Source: an optimization exercise on an open RTL-to-GDS flow (aim: small area and a short achievable clock period). Production flows keep margins and buffers that such runs may drop. RTL that was checked went through simulation tests only; none was proved equivalent to the original.

==> inputs of run a <==
==> flow/design.v <==
`default_nettype none
package dma_iface_pkg;
   localparam int MEM_ADDR_BITS = 10;
   typedef logic [MEM_ADDR_BITS-1:0] mem_addr_t;
   typedef logic [31:0]              host_word_t;
   typedef logic [3:0]               byte_mask_t;
   typedef logic [1:0]               if_sel_t;
   typedef logic [3:0]               mem_sel_t;
   typedef logic [63:0]              dsc_word_t;
   localparam mem_sel_t MEM_CFG    = 4'd0;
   localparam mem_sel_t MEM_TX_DSC = 4'd1;
   localparam mem_addr_t CFG_TX_DSC_MASK  = 10'd0;
   localparam mem_addr_t CFG_RX_DSC_MASK  = 10'd1;
   localparam mem_addr_t CFG_RX_BYTE_WAIT = 10'd2;
   localparam mem_addr_t CFG_CONTROL      = 10'd3;
   localparam mem_addr_t CFG_PCIE_SIZES   = 10'd4;
   localparam host_word_t NO_DATA = 32'hdeadbeef;
   typedef struct packed {
      mem_addr_t  addr;
      host_word_t data;
      byte_mask_t mask;
      logic       en;
   } host_lane_t;
   typedef struct packed {
      if_sel_t    if_sel;
      mem_sel_t   mem_sel;
      host_lane_t hi;
      host_lane_t lo;
   } host_wr_t;
   typedef struct packed {
      if_sel_t   if_sel;
      mem_sel_t  mem_sel;
      mem_addr_t addr_hi;
      logic      en_hi;
      mem_addr_t addr_lo;
      logic      en_lo;
   } host_rd_t;
   typedef struct packed {
      host_word_t hi;
      host_word_t lo;
   } host_rd_data_t;
endpackage
`default_nettype wire
`default_nettype none
package dma_pcie_pkg;
   typedef logic [2:0] pcie_size_code_t;
   typedef logic [9:0] pcie_bytes_t;
   localparam pcie_size_code_t SIZE_32   = 3'd0;
   localparam pcie_size_code_t SIZE_64   = 3'd1;
   localparam pcie_size_code_t SIZE_128  = 3'd2;
   localparam pcie_size_code_t SIZE_256  = 3'd3;
   localparam pcie_size_code_t SIZE_512  = 3'd4;
   localparam pcie_size_code_t SIZE_1024 = 3'd5;
endpackage
`default_nettype wire
`timescale 1ns/100ps
`default_nettype none
module dma_iface_top (
   input  logic        pcie_clk,
   input  logic        rst_n,
   input  logic [1:0]  host_wr_if_sel,
   input  logic [3:0]  host_wr_mem_sel,
   input  logic [9:0]  host_wr_hi_addr,
   input  logic [31:0] host_wr_hi_data,
   input  logic [3:0]  host_wr_hi_mask,
   input  logic        host_wr_hi_en,
   input  logic [9:0]  host_wr_lo_addr,
   input  logic [31:0] host_wr_lo_data,
   input  logic [3:0]  host_wr_lo_mask,
   input  logic        host_wr_lo_en,
   input  logic [1:0]  host_rd_if_sel,
   input  logic [3:0]  host_rd_mem_sel,
   input  logic [9:0]  host_rd_addr_hi,
   input  logic        host_rd_en_hi,
   input  logic [9:0]  host_rd_addr_lo,
   input  logic        host_rd_en_lo,
   output logic [31:0] host_rd_data_hi,
   output logic [31:0] host_rd_data_lo,
   input  logic [2:0]  max_payload_size,
   input  logic [2:0]  max_read_req_size,
   output logic        iface_rdy,
   output logic [63:0] tx_dsc_mask,
   output logic [63:0] rx_dsc_mask,
   output logic [15:0] rx_byte_wait,
   input  logic [3:0]  dsc_rd_addr,
   input  logic        dsc_rd_en,
   output logic [63:0] dsc_rd_data,
   output logic        dsc_rd_valid,
   input  logic [3:0]  dsc_clr_addr,
   input  logic        dsc_clr_en
);
   localparam logic [31:0] NO_DATA = 32'hdeadbeef;
   logic [3:0] rst_cnt;
   logic       soft_reset;
   logic       restart;
   logic       rdy_o, rdy_w, rdy_c;
   assign restart = !rst_n || soft_reset;
   always_ff @(posedge pcie_clk) begin
      if (restart) begin
         rst_cnt <= 4'd0;
      end else if (!rdy_c) begin
         rst_cnt <= rst_cnt + 4'd1;
      end
   end
   always_ff @(posedge pcie_clk) begin
      rdy_o <= !restart && (rdy_o || rst_cnt == 4'hf);
      rdy_w <= !restart && (rdy_w || rst_cnt == 4'hf);
      rdy_c <= !restart && (rdy_c || rst_cnt == 4'hf);
   end
   assign iface_rdy = rdy_o;
   logic wr_ok, wr_cfg, wr_dsc, rd_cfg;
   assign wr_ok  = rdy_w && (host_wr_if_sel == 2'd0);
   assign wr_cfg = wr_ok && (host_wr_mem_sel == 4'd0);
   assign wr_dsc = wr_ok && (host_wr_mem_sel == 4'd1);
   assign rd_cfg = (host_rd_if_sel == 2'd0) && (host_rd_mem_sel == 4'd0);
   logic cfg_hi_en, cfg_lo_en;
   assign cfg_hi_en = wr_cfg && host_wr_hi_en;
   assign cfg_lo_en = wr_cfg && host_wr_lo_en;
   function automatic logic [31:0] merge(input logic [31:0] old_word,
                                         input logic [31:0] new_word,
                                         input logic [3:0]  mask);
      logic [31:0] res;
      for (int b = 0; b < 4; b++) begin
         res[8*b +: 8] = mask[b] ? new_word[8*b +: 8] : old_word[8*b +: 8];
      end
      merge = res;
   endfunction
   always_ff @(posedge pcie_clk) begin
      if (!rdy_c) begin
         tx_dsc_mask  <= '0;
         rx_dsc_mask  <= '0;
         rx_byte_wait <= '0;
      end else begin
         if (cfg_hi_en && host_wr_hi_addr == 10'd0)
            tx_dsc_mask[63:32] <= merge(tx_dsc_mask[63:32], host_wr_hi_data, host_wr_hi_mask);
         if (cfg_lo_en && host_wr_lo_addr == 10'd0)
            tx_dsc_mask[31:0] <= merge(tx_dsc_mask[31:0], host_wr_lo_data, host_wr_lo_mask);
         if (cfg_hi_en && host_wr_hi_addr == 10'd1)
            rx_dsc_mask[63:32] <= merge(rx_dsc_mask[63:32], host_wr_hi_data, host_wr_hi_mask);
         if (cfg_lo_en && host_wr_lo_addr == 10'd1)
            rx_dsc_mask[31:0] <= merge(rx_dsc_mask[31:0], host_wr_lo_data, host_wr_lo_mask);
         if (cfg_lo_en && host_wr_lo_addr == 10'd2) begin
            if (host_wr_lo_mask[0]) rx_byte_wait[7:0]  <= host_wr_lo_data[7:0];
            if (host_wr_lo_mask[1]) rx_byte_wait[15:8] <= host_wr_lo_data[15:8];
         end
      end
   end
   always_ff @(posedge pcie_clk) begin
      soft_reset <= cfg_lo_en && (host_wr_lo_addr == 10'd3) &&
                    host_wr_lo_data[0] && host_wr_lo_mask[0];
   end
   logic [2:0] mps_q, mrrs_q;
   always_ff @(posedge pcie_clk) begin
      mps_q  <= max_payload_size;
      mrrs_q <= max_read_req_size;
   end
   function automatic logic [9:0] size_bytes(input logic [2:0] code);
      logic [9:0] res;
      res = '0;
      for (int c = 0; c < 5; c++) res[5+c] = (code == 3'(c));
      size_bytes = res;
   endfunction
   logic [31:0] rd_word_hi, rd_word_lo;
   always_comb begin
      case (host_rd_addr_hi)
         10'd0:   rd_word_hi = tx_dsc_mask[63:32];
         10'd1:   rd_word_hi = rx_dsc_mask[63:32];
         10'd4:   rd_word_hi = {22'd0, size_bytes(mrrs_q)};
         default: rd_word_hi = 32'd0;
      endcase
      case (host_rd_addr_lo)
         10'd0:   rd_word_lo = tx_dsc_mask[31:0];
         10'd1:   rd_word_lo = rx_dsc_mask[31:0];
         10'd2:   rd_word_lo = {16'd0, rx_byte_wait};
         10'd4:   rd_word_lo = {22'd0, size_bytes(mps_q)};
         default: rd_word_lo = 32'd0;
      endcase
   end
   always_ff @(posedge pcie_clk) begin
      if (!rdy_c) begin
         host_rd_data_hi <= NO_DATA;
         host_rd_data_lo <= NO_DATA;
      end else begin
         if (host_rd_en_hi) host_rd_data_hi <= rd_cfg ? rd_word_hi : NO_DATA;
         if (host_rd_en_lo) host_rd_data_lo <= rd_cfg ? rd_word_lo : NO_DATA;
      end
   end
   logic [63:0] mem [16];
   logic [3:0]  hi_idx, lo_idx;
   logic        dsc_hi_en, dsc_lo_en;
   assign hi_idx    = host_wr_hi_addr[3:0];
   assign lo_idx    = host_wr_lo_addr[3:0];
   assign dsc_hi_en = wr_dsc && host_wr_hi_en;
   assign dsc_lo_en = wr_dsc && host_wr_lo_en;
   logic       sel_z;            
   logic       hi_go_n, lo_go_n;
   logic       hi_go, lo_go;
   logic [3:0] hi_byte_n, lo_byte_n;
   logic [3:0] hi_idx_n, lo_idx_n;
   logic [15:0] hi_hit_n, lo_hit_n;
   logic [63:0] hi_we, lo_we;
   iface_nor  #(.N(4)) u_sel_z (.a ({host_wr_if_sel, host_wr_mem_sel[3:2]}), .y (sel_z));
   iface_nand #(.N(3)) u_hi_go_n (.a ({host_wr_mem_sel[0], host_wr_hi_en, rdy_w}), .y (hi_go_n));
   iface_nand #(.N(3)) u_lo_go_n (.a ({host_wr_mem_sel[0], host_wr_lo_en, rdy_w}), .y (lo_go_n));
   iface_nor  #(.N(2)) u_hi_go (.a ({hi_go_n, host_wr_mem_sel[1]}), .y (hi_go));
   iface_nor  #(.N(2)) u_lo_go (.a ({lo_go_n, host_wr_mem_sel[1]}), .y (lo_go));
   iface_nor  #(.N(1)) u_hi_idx_n [3:0] (.a (hi_idx), .y (hi_idx_n));
   iface_nor  #(.N(1)) u_lo_idx_n [3:0] (.a (lo_idx), .y (lo_idx_n));
   for (genvar b = 0; b < 4; b++) begin : g_byte
      iface_nand #(.N(3)) u_hi (.a ({sel_z, hi_go, host_wr_hi_mask[b]}), .y (hi_byte_n[b]));
      iface_nand #(.N(3)) u_lo (.a ({sel_z, lo_go, host_wr_lo_mask[b]}), .y (lo_byte_n[b]));
   end
   for (genvar e = 0; e < 16; e++) begin : g_entry
      iface_nand #(.N(4)) u_hi_hit (
         .a ({e[3] ? hi_idx[3] : hi_idx_n[3], e[2] ? hi_idx[2] : hi_idx_n[2],
              e[1] ? hi_idx[1] : hi_idx_n[1], e[0] ? hi_idx[0] : hi_idx_n[0]}),
         .y (hi_hit_n[e]));
      iface_nand #(.N(4)) u_lo_hit (
         .a ({e[3] ? lo_idx[3] : lo_idx_n[3], e[2] ? lo_idx[2] : lo_idx_n[2],
              e[1] ? lo_idx[1] : lo_idx_n[1], e[0] ? lo_idx[0] : lo_idx_n[0]}),
         .y (lo_hit_n[e]));
      for (genvar b = 0; b < 4; b++) begin : g_we
         iface_nor #(.N(2)) u_hi_we (.a ({hi_hit_n[e], hi_byte_n[b]}), .y (hi_we[4*e+b]));
         iface_nor #(.N(2)) u_lo_we (.a ({lo_hit_n[e], lo_byte_n[b]}), .y (lo_we[4*e+b]));
      end
   end
   always_ff @(posedge pcie_clk) begin
      for (int e = 0; e < 16; e++) begin
         for (int b = 0; b < 4; b++) begin
            if (hi_we[4*e+b]) mem[e][32+8*b +: 8] <= host_wr_hi_data[8*b +: 8];
            if (lo_we[4*e+b]) mem[e][8*b +: 8]    <= host_wr_lo_data[8*b +: 8];
         end
      end
   end
   logic [15:0] rd_sel;
   logic [63:0] rd_next;
   always_comb begin
      for (int e = 0; e < 16; e++) rd_sel[e] = dsc_rd_en && (dsc_rd_addr == 4'(e));
      rd_next = dsc_rd_data & {64{!dsc_rd_en}};
      for (int e = 0; e < 16; e++) rd_next = rd_next | (mem[e] & {64{rd_sel[e]}});
   end
   always_ff @(posedge pcie_clk) begin
      dsc_rd_data <= rd_next;
   end
   logic [15:0] valid;
   always_ff @(posedge pcie_clk) begin
      if (!rdy_c) begin
         valid        <= '0;
         dsc_rd_valid <= 1'b0;
      end else begin
         for (int e = 0; e < 16; e++) begin
            if (dsc_hi_en && hi_idx == 4'(e))
               valid[e] <= 1'b1;
            else if (dsc_clr_en && dsc_clr_addr == 4'(e))
               valid[e] <= 1'b0;
         end
         if (dsc_rd_en) dsc_rd_valid <= valid[dsc_rd_addr];
      end
   end
endmodule
module iface_nand #(
   parameter int N = 2
) (
   input  logic [N-1:0] a,
   output logic         y
);
   assign y = !(&a);
endmodule
module iface_nor #(
   parameter int N = 2
) (
   input  logic [N-1:0] a,
   output logic         y
);
   assign y = !(|a);
endmodule
`default_nettype wire
==> flow/flow/run.sh <==
#!/bin/bash
# standard synthesis, then the standard layout with plain buffers on the ports
set -euo pipefail
bash standard.sh synth > synth.log 2>&1
bash standard.sh "BUFFER_PORTS_ARGS=-buffer_cell sky130_fd_sc_hd__buf_2" finish > layout.log 2>&1
==> flow/standard.sh <==
#!/bin/bash
# synth_recipe.tcl (not shown) runs the flow's synth.tcl, then flattens the netlist and writes it again
# the make line also repeats each setting of config.mk as NAME=value (left out here)
make -C /OpenROAD-flow-scripts/flow DESIGN_CONFIG=/design/flow/config.mk WORK_HOME=/design/flow/orfs CLKGATE_MAP_FILE= SYNTH_SCRIPT=/design/flow/synth_recipe.tcl "${@:-finish}"
==> flow/config.mk <==
export PLATFORM = sky130hd
export DESIGN_NAME = dma_iface_top
export DESIGN_NICKNAME = dma_iface_top
export VERILOG_FILES = /design/flow/design.v
export SDC_FILE = /design/flow/constraint.sdc
export NUM_CORES = 4
export LEC_CHECK = 0
export CAP_MARGIN = 20
export CORE_MARGIN = 2
export CORE_UTILIZATION = 40
export CTS_CLUSTER_DIAMETER = 60
export CTS_CLUSTER_SIZE = 24
export SETUP_SLACK_MARGIN = 2.1
export SLEW_MARGIN = 20
export SYNTH_HIERARCHICAL = 1
==> flow/constraint.sdc <==
create_clock -name core_clock -period 4.0 [get_ports {pcie_clk}]
set_input_delay 0.8000 -clock core_clock [delete_from_list [all_inputs] [get_ports {pcie_clk}]]
set_output_delay 0.8000 -clock core_clock [all_outputs]
set_load 0.01 [all_outputs]
==> run b (differences from run a) <==
--- a/flow/design.v
+++ b/flow/design.v
@@ -117,32 +117,46 @@
    assign cfg_hi_en = wr_cfg && host_wr_hi_en;
    assign cfg_lo_en = wr_cfg && host_wr_lo_en;
-   function automatic logic [31:0] merge(input logic [31:0] old_word,
-                                         input logic [31:0] new_word,
-                                         input logic [3:0]  mask);
-      logic [31:0] res;
+   logic [1:0] cfg_hi_hit, cfg_lo_hit;
+   logic [3:0] tx_hi_ld, tx_lo_ld, rx_hi_ld, rx_lo_ld;
+   logic [3:0] tx_hi_hold, tx_lo_hold, rx_hi_hold, rx_lo_hold;
+   logic [1:0] wait_ld, wait_hold;
+   logic [63:0] tx_next, rx_next;
+   logic [15:0] wait_next;
+   assign cfg_hi_hit = {host_wr_hi_addr == 10'd1, host_wr_hi_addr == 10'd0};
+   assign cfg_lo_hit = {host_wr_lo_addr == 10'd1, host_wr_lo_addr == 10'd0};
+   always_comb begin
       for (int b = 0; b < 4; b++) begin
-         res[8*b +: 8] = mask[b] ? new_word[8*b +: 8] : old_word[8*b +: 8];
+         tx_hi_ld[b]   = cfg_hi_en && cfg_hi_hit[0] && host_wr_hi_mask[b];
+         tx_lo_ld[b]   = cfg_lo_en && cfg_lo_hit[0] && host_wr_lo_mask[b];
+         rx_hi_ld[b]   = cfg_hi_en && cfg_hi_hit[1] && host_wr_hi_mask[b];
+         rx_lo_ld[b]   = cfg_lo_en && cfg_lo_hit[1] && host_wr_lo_mask[b];
+         tx_hi_hold[b] = rdy_c && !tx_hi_ld[b];
+         tx_lo_hold[b] = rdy_c && !tx_lo_ld[b];
+         rx_hi_hold[b] = rdy_c && !rx_hi_ld[b];
+         rx_lo_hold[b] = rdy_c && !rx_lo_ld[b];
+      end
+      for (int b = 0; b < 2; b++) begin
+         wait_ld[b]   = cfg_lo_en && (host_wr_lo_addr == 10'd2) && host_wr_lo_mask[b];
+         wait_hold[b] = rdy_c && !wait_ld[b];
+      end
+   end
+   for (genvar i = 0; i < 32; i++) begin : g_cfg_bit
+      iface_ao22 u_tx_hi (.a1 (tx_hi_ld[i/8]), .a2 (host_wr_hi_data[i]),
+                          .b1 (tx_hi_hold[i/8]), .b2 (tx_dsc_mask[32+i]), .y (tx_next[32+i]));
+      iface_ao22 u_tx_lo (.a1 (tx_lo_ld[i/8]), .a2 (host_wr_lo_data[i]),
+                          .b1 (tx_lo_hold[i/8]), .b2 (tx_dsc_mask[i]), .y (tx_next[i]));
+      iface_ao22 u_rx_hi (.a1 (rx_hi_ld[i/8]), .a2 (host_wr_hi_data[i]),
+                          .b1 (rx_hi_hold[i/8]), .b2 (rx_dsc_mask[32+i]), .y (rx_next[32+i]));
+      iface_ao22 u_rx_lo (.a1 (rx_lo_ld[i/8]), .a2 (host_wr_lo_data[i]),
+                          .b1 (rx_lo_hold[i/8]), .b2 (rx_dsc_mask[i]), .y (rx_next[i]));
+      if (i < 16) begin : g_wait
+         iface_ao22 u_wait (.a1 (wait_ld[i/8]), .a2 (host_wr_lo_data[i]),
+                            .b1 (wait_hold[i/8]), .b2 (rx_byte_wait[i]), .y (wait_next[i]));
       end
-      merge = res;
-   endfunction
+   end
    always_ff @(posedge pcie_clk) begin
-      if (!rdy_c) begin
-         tx_dsc_mask  <= '0;
-         rx_dsc_mask  <= '0;
-         rx_byte_wait <= '0;
-      end else begin
-         if (cfg_hi_en && host_wr_hi_addr == 10'd0)
-            tx_dsc_mask[63:32] <= merge(tx_dsc_mask[63:32], host_wr_hi_data, host_wr_hi_mask);
-         if (cfg_lo_en && host_wr_lo_addr == 10'd0)
-            tx_dsc_mask[31:0] <= merge(tx_dsc_mask[31:0], host_wr_lo_data, host_wr_lo_mask);
-         if (cfg_hi_en && host_wr_hi_addr == 10'd1)
-            rx_dsc_mask[63:32] <= merge(rx_dsc_mask[63:32], host_wr_hi_data, host_wr_hi_mask);
-         if (cfg_lo_en && host_wr_lo_addr == 10'd1)
-            rx_dsc_mask[31:0] <= merge(rx_dsc_mask[31:0], host_wr_lo_data, host_wr_lo_mask);
-         if (cfg_lo_en && host_wr_lo_addr == 10'd2) begin
-            if (host_wr_lo_mask[0]) rx_byte_wait[7:0]  <= host_wr_lo_data[7:0];
-            if (host_wr_lo_mask[1]) rx_byte_wait[15:8] <= host_wr_lo_data[15:8];
-         end
-      end
+      tx_dsc_mask  <= tx_next;
+      rx_dsc_mask  <= rx_next;
+      rx_byte_wait <= wait_next;
    end
    always_ff @(posedge pcie_clk) begin
@@ -234,9 +248,25 @@
    end
    logic [15:0] rd_sel;
+   logic        rd_hold;
    logic [63:0] rd_next;
    always_comb begin
       for (int e = 0; e < 16; e++) rd_sel[e] = dsc_rd_en && (dsc_rd_addr == 4'(e));
-      rd_next = dsc_rd_data & {64{!dsc_rd_en}};
-      for (int e = 0; e < 16; e++) rd_next = rd_next | (mem[e] & {64{rd_sel[e]}});
+   end
+   assign rd_hold = !dsc_rd_en;
+   for (genvar i = 0; i < 64; i++) begin : g_rd_bit
+      logic [5:0] part_n;
+      logic [1:0] half;
+      for (genvar k = 0; k < 5; k++) begin : g_part
+         iface_aoi222 u_part (
+            .a1 (rd_sel[3*k]),   .a2 (mem[3*k][i]),
+            .b1 (rd_sel[3*k+1]), .b2 (mem[3*k+1][i]),
+            .c1 (rd_sel[3*k+2]), .c2 (mem[3*k+2][i]),
+            .y  (part_n[k]));
+      end
+      iface_aoi22 u_last (.a1 (rd_sel[15]), .a2 (mem[15][i]),
+                          .b1 (rd_hold), .b2 (dsc_rd_data[i]), .y (part_n[5]));
+      iface_nand #(.N(3)) u_half0 (.a (part_n[2:0]), .y (half[0]));
+      iface_nand #(.N(3)) u_half1 (.a (part_n[5:3]), .y (half[1]));
+      assign rd_next[i] = half[0] | half[1];
    end
    always_ff @(posedge pcie_clk) begin
@@ -267,4 +297,33 @@
    assign y = !(&a);
 endmodule
+module iface_ao22 (
+   input  logic a1,
+   input  logic a2,
+   input  logic b1,
+   input  logic b2,
+   output logic y
+);
+   assign y = (a1 & a2) | (b1 & b2);
+endmodule
+module iface_aoi222 (
+   input  logic a1,
+   input  logic a2,
+   input  logic b1,
+   input  logic b2,
+   input  logic c1,
+   input  logic c2,
+   output logic y
+);
+   assign y = !((a1 & a2) | (b1 & b2) | (c1 & c2));
+endmodule
+module iface_aoi22 (
+   input  logic a1,
+   input  logic a2,
+   input  logic b1,
+   input  logic b2,
+   output logic y
+);
+   assign y = !((a1 & a2) | (b1 & b2));
+endmodule
 module iface_nor #(
    parameter int N = 2
Settings changed: CORE_UTILIZATION 40 to 50, PLACE_DENSITY set to 0.65, SETUP_SLACK_MARGIN 2.1 to 2.05.
==> run c (differences from run a) <==
--- a/flow/design.v
+++ b/flow/design.v
@@ -91,24 +91,16 @@
 );
    localparam logic [31:0] NO_DATA = 32'hdeadbeef;
-   logic [3:0] rst_cnt;
+   logic [4:0] rst_cnt;
    logic       soft_reset;
-   logic       restart;
-   logic       rdy_o, rdy_w, rdy_c;
-   assign restart = !rst_n || soft_reset;
-   always_ff @(posedge pcie_clk) begin
-      if (restart) begin
-         rst_cnt <= 4'd0;
-      end else if (!rdy_c) begin
-         rst_cnt <= rst_cnt + 4'd1;
-      end
-   end
-   always_ff @(posedge pcie_clk) begin
-      rdy_o <= !restart && (rdy_o || rst_cnt == 4'hf);
-      rdy_w <= !restart && (rdy_w || rst_cnt == 4'hf);
-      rdy_c <= !restart && (rdy_c || rst_cnt == 4'hf);
-   end
-   assign iface_rdy = rdy_o;
+   always_ff @(posedge pcie_clk) begin
+      if (!rst_n || soft_reset) begin
+         rst_cnt <= 5'd0;
+      end else if (!rst_cnt[4]) begin
+         rst_cnt <= rst_cnt + 5'd1;
+      end
+   end
+   assign iface_rdy = rst_cnt[4];
    logic wr_ok, wr_cfg, wr_dsc, rd_cfg;
-   assign wr_ok  = rdy_w && (host_wr_if_sel == 2'd0);
+   assign wr_ok  = iface_rdy && (host_wr_if_sel == 2'd0);
    assign wr_cfg = wr_ok && (host_wr_mem_sel == 4'd0);
    assign wr_dsc = wr_ok && (host_wr_mem_sel == 4'd1);
@@ -127,9 +119,12 @@
    endfunction
    always_ff @(posedge pcie_clk) begin
-      if (!rdy_c) begin
+      if (!iface_rdy) begin
          tx_dsc_mask  <= '0;
          rx_dsc_mask  <= '0;
          rx_byte_wait <= '0;
+         soft_reset   <= 1'b0;
       end else begin
+         soft_reset <= cfg_lo_en && (host_wr_lo_addr == 10'd3) &&
+                       host_wr_lo_data[0] && host_wr_lo_mask[0];
          if (cfg_hi_en && host_wr_hi_addr == 10'd0)
             tx_dsc_mask[63:32] <= merge(tx_dsc_mask[63:32], host_wr_hi_data, host_wr_hi_mask);
@@ -145,8 +140,4 @@
          end
       end
-   end
-   always_ff @(posedge pcie_clk) begin
-      soft_reset <= cfg_lo_en && (host_wr_lo_addr == 10'd3) &&
-                    host_wr_lo_data[0] && host_wr_lo_mask[0];
    end
    logic [2:0] mps_q, mrrs_q;
@@ -178,5 +169,5 @@
    end
    always_ff @(posedge pcie_clk) begin
-      if (!rdy_c) begin
+      if (!iface_rdy) begin
          host_rd_data_hi <= NO_DATA;
          host_rd_data_lo <= NO_DATA;
@@ -193,41 +184,11 @@
    assign dsc_hi_en = wr_dsc && host_wr_hi_en;
    assign dsc_lo_en = wr_dsc && host_wr_lo_en;
-   logic       sel_z;            
-   logic       hi_go_n, lo_go_n;
-   logic       hi_go, lo_go;
-   logic [3:0] hi_byte_n, lo_byte_n;
-   logic [3:0] hi_idx_n, lo_idx_n;
-   logic [15:0] hi_hit_n, lo_hit_n;
-   logic [63:0] hi_we, lo_we;
-   iface_nor  #(.N(4)) u_sel_z (.a ({host_wr_if_sel, host_wr_mem_sel[3:2]}), .y (sel_z));
-   iface_nand #(.N(3)) u_hi_go_n (.a ({host_wr_mem_sel[0], host_wr_hi_en, rdy_w}), .y (hi_go_n));
-   iface_nand #(.N(3)) u_lo_go_n (.a ({host_wr_mem_sel[0], host_wr_lo_en, rdy_w}), .y (lo_go_n));
-   iface_nor  #(.N(2)) u_hi_go (.a ({hi_go_n, host_wr_mem_sel[1]}), .y (hi_go));
-   iface_nor  #(.N(2)) u_lo_go (.a ({lo_go_n, host_wr_mem_sel[1]}), .y (lo_go));
-   iface_nor  #(.N(1)) u_hi_idx_n [3:0] (.a (hi_idx), .y (hi_idx_n));
-   iface_nor  #(.N(1)) u_lo_idx_n [3:0] (.a (lo_idx), .y (lo_idx_n));
-   for (genvar b = 0; b < 4; b++) begin : g_byte
-      iface_nand #(.N(3)) u_hi (.a ({sel_z, hi_go, host_wr_hi_mask[b]}), .y (hi_byte_n[b]));
-      iface_nand #(.N(3)) u_lo (.a ({sel_z, lo_go, host_wr_lo_mask[b]}), .y (lo_byte_n[b]));
-   end
-   for (genvar e = 0; e < 16; e++) begin : g_entry
-      iface_nand #(.N(4)) u_hi_hit (
-         .a ({e[3] ? hi_idx[3] : hi_idx_n[3], e[2] ? hi_idx[2] : hi_idx_n[2],
-              e[1] ? hi_idx[1] : hi_idx_n[1], e[0] ? hi_idx[0] : hi_idx_n[0]}),
-         .y (hi_hit_n[e]));
-      iface_nand #(.N(4)) u_lo_hit (
-         .a ({e[3] ? lo_idx[3] : lo_idx_n[3], e[2] ? lo_idx[2] : lo_idx_n[2],
-              e[1] ? lo_idx[1] : lo_idx_n[1], e[0] ? lo_idx[0] : lo_idx_n[0]}),
-         .y (lo_hit_n[e]));
-      for (genvar b = 0; b < 4; b++) begin : g_we
-         iface_nor #(.N(2)) u_hi_we (.a ({hi_hit_n[e], hi_byte_n[b]}), .y (hi_we[4*e+b]));
-         iface_nor #(.N(2)) u_lo_we (.a ({lo_hit_n[e], lo_byte_n[b]}), .y (lo_we[4*e+b]));
-      end
-   end
    always_ff @(posedge pcie_clk) begin
       for (int e = 0; e < 16; e++) begin
          for (int b = 0; b < 4; b++) begin
-            if (hi_we[4*e+b]) mem[e][32+8*b +: 8] <= host_wr_hi_data[8*b +: 8];
-            if (lo_we[4*e+b]) mem[e][8*b +: 8]    <= host_wr_lo_data[8*b +: 8];
+            if (dsc_hi_en && hi_idx == 4'(e) && host_wr_hi_mask[b])
+               mem[e][32+8*b +: 8] <= host_wr_hi_data[8*b +: 8];
+            if (dsc_lo_en && lo_idx == 4'(e) && host_wr_lo_mask[b])
+               mem[e][8*b +: 8] <= host_wr_lo_data[8*b +: 8];
          end
       end
@@ -245,5 +206,5 @@
    logic [15:0] valid;
    always_ff @(posedge pcie_clk) begin
-      if (!rdy_c) begin
+      if (!iface_rdy) begin
          valid        <= '0;
          dsc_rd_valid <= 1'b0;
@@ -259,19 +220,3 @@
    end
 endmodule
-module iface_nand #(
-   parameter int N = 2
-) (
-   input  logic [N-1:0] a,
-   output logic         y
-);
-   assign y = !(&a);
-endmodule
-module iface_nor #(
-   parameter int N = 2
-) (
-   input  logic [N-1:0] a,
-   output logic         y
-);
-   assign y = !(|a);
-endmodule
 `default_nettype wire
==> flow/flow/run.sh (replaced) <==
#!/bin/bash
# standard synthesis, then the standard layout with plain buffers on the ports
set -euo pipefail
bash standard.sh synth > synth.log 2>&1
bash standard.sh "BUFFER_PORTS_ARGS=-buffer_cell sky130_fd_sc_hd__buf_1" finish > layout.log 2>&1
Settings changed: CTS_CLUSTER_DIAMETER 60 to not set, CTS_CLUSTER_SIZE 24 to not set, SETUP_SLACK_MARGIN 2.1 to 1.9, SYNTH_HIERARCHICAL 1 to not set.
==> comparison table <==
Outcome: run c finished clean; run b finished clean; run a finished clean
Full die area: run c 126,800 sq um; run b 96,530 sq um; run a 126,600 sq um
Register-to-register setup slack: run c 1.68 ns; run b 1.98 ns; run a 2.11 ns
Category of the worst setup path capture point: run c output pin; run b flip-flop; run a output pin
CP max stage delay: run c 0.38 ns; run b 0.53 ns; run a 0.41 ns
Die Wd: run c 356.0 microns; run b 310.7 microns; run a 355.8 microns
Floorplan Core Area: run c 123,300 sq um; run b 93,330 sq um; run a 123,300 sq um
Setup skew after layout: run c 0.02065 ns; run b 0.03799 ns; run a 0.03601 ns
Area fraction of the dominant cell type after synthesis: run c 62.03%; run b 65.38%; run a 62.12%
Setup Slack @ Placement: run c 0.6302 ns; run b 0.5321 ns; run a 0.7410 ns
Layout cells sized above 1: run c 25.43%; run b 44.39%; run a 36.56%
Share of the final layout cell area in sequential cells: run c 60.29%; run b 59.96%; run a 57.94%
Post-detail-place hpwl: run c 97,930 microns; run b 89,390 microns; run a 106,300 microns
Antenna diode count: run c 1; run b 0; run a 3
The RTL of run a and run b was laid out without a check of its function.

[afterwards: timing with drivers on the ports]
Ports are ideal in the flow. The routed layouts listed here were re-timed in OpenROAD.
Step 1 assumes that a clkbuf_16 drives the clock port and a buf_2 every other input.
Step 2 adds t to the input delays and takes it off the output delays; t is the mean of the earliest and latest rising clock arrival at the registers after step 1. Input paths then give back, and output paths get back, about the clock's delay inside the block.
a / b / c = ideal ports / drivers / drivers and shift; a / b = the first two.
| run | t, ns | slack for setup (ns) | worst slew at a driven data input, ns |
|---|---|---|---|
| run a | 0.764 | 1.968 / 1.838 / 1.073 | 0.38 |
| run b | 0.747 | 1.788 / 1.820 / 1.073 | 0.11 |
| run c | 0.818 | 1.667 / 1.587 / 1.103 | 0.08 |
After both steps every run listed still meets setup and hold. For run a, which loses most, drivers alone change the setup slack by -0.130 ns; drivers and shift together by -0.895 ns.
